Background: an optimization exercise with open tools, aiming at a short achievable clock period and few clock cycles. Do not read the settings as production practice.
At most, simulation tests tie the RTL to the original design; equivalence was not proved.
Power figures rest on the tool's default switching activity, not on a simulated workload.

// MipsCore
module MipsCore (
    input  logic        clk,
    input  logic        arstN,
    input  logic [31:0] instr,
    input  logic [31:0] dmemRData,
    output logic [31:0] pc,
    output logic [31:0] dmemAddr,
    output logic [31:0] dmemWData,
    output logic [3:0]  dmemByteEn,
    output logic        dmemWe,
    output logic        dmemRe
);
For scale: ~15000 cells after synthesis, ~3500 flip-flops, roughly 170 I/O pins, about 190000 µm² of cells after synthesis.
clock: 22.0 ns
lec_check: 0
abc_clock_period_in_ps: 5000
cap_margin: 30
cell_pad_in_sites_detail_placement: 1
cell_pad_in_sites_global_placement: 2
core_margin: 2
core_utilization: 42
setup_slack_margin: 5
slew_margin: 30
standard.sh (not shown) runs the stock make flow with config.mk's settings and CLKGATE_MAP_FILE= SYNTH_SCRIPT=/design/flow/synth_recipe.tcl, a recipe that flattens the netlist after the stock synthesis.
==> flow/flow/run.sh <==
#!/bin/bash
# Standard synthesis, then the standard layout steps with:
#  - a larger setup margin for ORFS's timing repair, so it optimises toward
#    a ~6 ns period (the SDC - clock period, IO delays - is the standard flow's, unchanged);
#  - the IO port buffers made as buf_4 cells instead of the delay cell
#    buffer_ports picks by default (every port still gets its buffer);


set -uo pipefail
MARGIN=${MARGIN:-16}
bash standard.sh synth > synth.log 2>&1 || { tail -50 synth.log; exit 1; }
bash standard.sh finish SETUP_SLACK_MARGIN=$MARGIN MATCH_CELL_FOOTPRINT=${MCF:-1} \
  "BUFFER_PORTS_ARGS=-buffer_cell sky130_fd_sc_hd__buf_4" > layout.log 2>&1 || { tail -50 layout.log; exit 1; }
Testbench counts at the start, summed over its fixed seeds: cycles 179,595.
Next try:
Settings changed: CORE_UTILIZATION 42 to 48.
Result: Total power decreases by about 1.1%. Die area decreases by 12%. Hold slack gets better by 10 ps. Combinational power decreases by about 0.8%. Wire length decreases by about 3%. Maximum frequency increases by about 1.5%. Via count increases by 1.8%. Utilization increases by 6.2 points. Setup slack gets better by 88 ps. Clock skew barely changes. Count of clock-buffer cells in the layout decreases by 12.

* * *

## run A
Another version of the RTL of MipsCore (not shown whole).
Size: about 13000 cells after synthesis, roughly 3800 flip-flops, roughly 170 I/O pins, about 180000 sq um of cells after synthesis.
==> flow/design.v (excerpt) <==
module MipsCore (
    input  logic        clk,
    input  logic        arstN,
    input  logic [31:0] instr,
    input  logic [31:0] dmemRData,
    output logic [31:0] pc,
    output logic [31:0] dmemAddr,
    output logic [31:0] dmemWData,
    output logic [3:0]  dmemByteEn,
    output logic        dmemWe,
    output logic        dmemRe
);
export LEC_CHECK = 0
export ABC_CLOCK_PERIOD_IN_PS = 5000
export CAP_MARGIN = 30
export CELL_PAD_IN_SITES_DETAIL_PLACEMENT = 1
export CELL_PAD_IN_SITES_GLOBAL_PLACEMENT = 2
export CORE_MARGIN = 2
export CORE_UTILIZATION = 40
export SETUP_SLACK_MARGIN = 5
export SLEW_MARGIN = 30
create_clock -name core_clock -period 22.0 [get_ports {clk}]
==> flow/flow/run.sh <==
#!/bin/bash
# Standard synthesis, then the standard layout steps with a larger setup
# margin for ORFS's timing repair, so it optimises toward a ~6 ns period.
# The SDC (clock period, IO delays) is the standard flow's, unchanged.
set -uo pipefail
MARGIN=${MARGIN:-16}
bash standard.sh synth > synth.log 2>&1 || { tail -50 synth.log; exit 1; }
bash standard.sh finish SETUP_SLACK_MARGIN=$MARGIN > layout.log 2>&1 || { tail -50 layout.log; exit 1; }
## Diff of input files: run B against run A
==> flow/run.sh (new file) <==
#!/bin/bash
# synth_recipe.tcl (not shown) runs the flow's synth.tcl, then flattens the netlist and writes it again
# the make line also repeats each setting of config.mk as NAME=value (left out here)
make -C /OpenROAD-flow-scripts/flow DESIGN_CONFIG=/design/flow/config.mk WORK_HOME=/design/flow/orfs CLKGATE_MAP_FILE= SYNTH_SCRIPT=/design/flow/synth_recipe.tcl finish
removed: flow/flow/run.sh
removed: flow/standard.sh
Results
Against run A, run B comes in 1.0 points lower on fraction of power consumed by combinational cells. Run B vs run A — number of CTS-inserted buffers dropped slightly. The setup slack of run B is smaller than that of run A. On fraction of area in clock buffers and inverters, run A tracks run B almost exactly. Run A -> run B: pin count of the biggest net entering global routing increased by more than 10%. The critical path capture point comes out pc[3] in one run and pcF[4] in the other, namely in run A and run B respectively. Run B — total met3 wirelength after detailed routing about 18% higher, run A as reference. Buffer count from post-CTS setup fixing, run A and run B: smaller value in run B.
No run of this note included a check of the RTL's function; only the layout flow was run.

-- separate check: timing with driven ports --
The flow's constraints put no driver on any port. The routed layouts listed below were extracted and timed again, unchanged, in two steps.
Step 1, drivers: a clkbuf_16 drives clk and a buf_2 each remaining input, both assumed.
Step 2 adds t to the input delays and takes it off the output delays; t is the mean of the earliest and latest rising clock arrival at the registers after step 1. Input paths then give back, and output paths get back, about the clock's delay inside the block.
Three values: ideal, step 1, step 2; two values: the first two.
run	t, ns	setup WS [ns]	worst setup path after step 2	slew at the worst register clock pin (ns)
the first run of note 1	1.112	15.893 / 15.893 / 15.514	input to register	0.07 / 0.07
the second run of note 1	1.091	15.981 / 15.913 / 15.527	input to register	0.07 / 0.07
run A	1.118	15.738 / 15.615 / 14.994	input to register	0.07 / 0.07
run B	1.115	13.850 / 13.850 / 13.850	register to register	0.07 / 0.07
After both steps every run listed still meets setup and hold. For run A, which loses most, drivers alone change the setup slack by -0.123 ns; drivers and shift together by -0.744 ns.
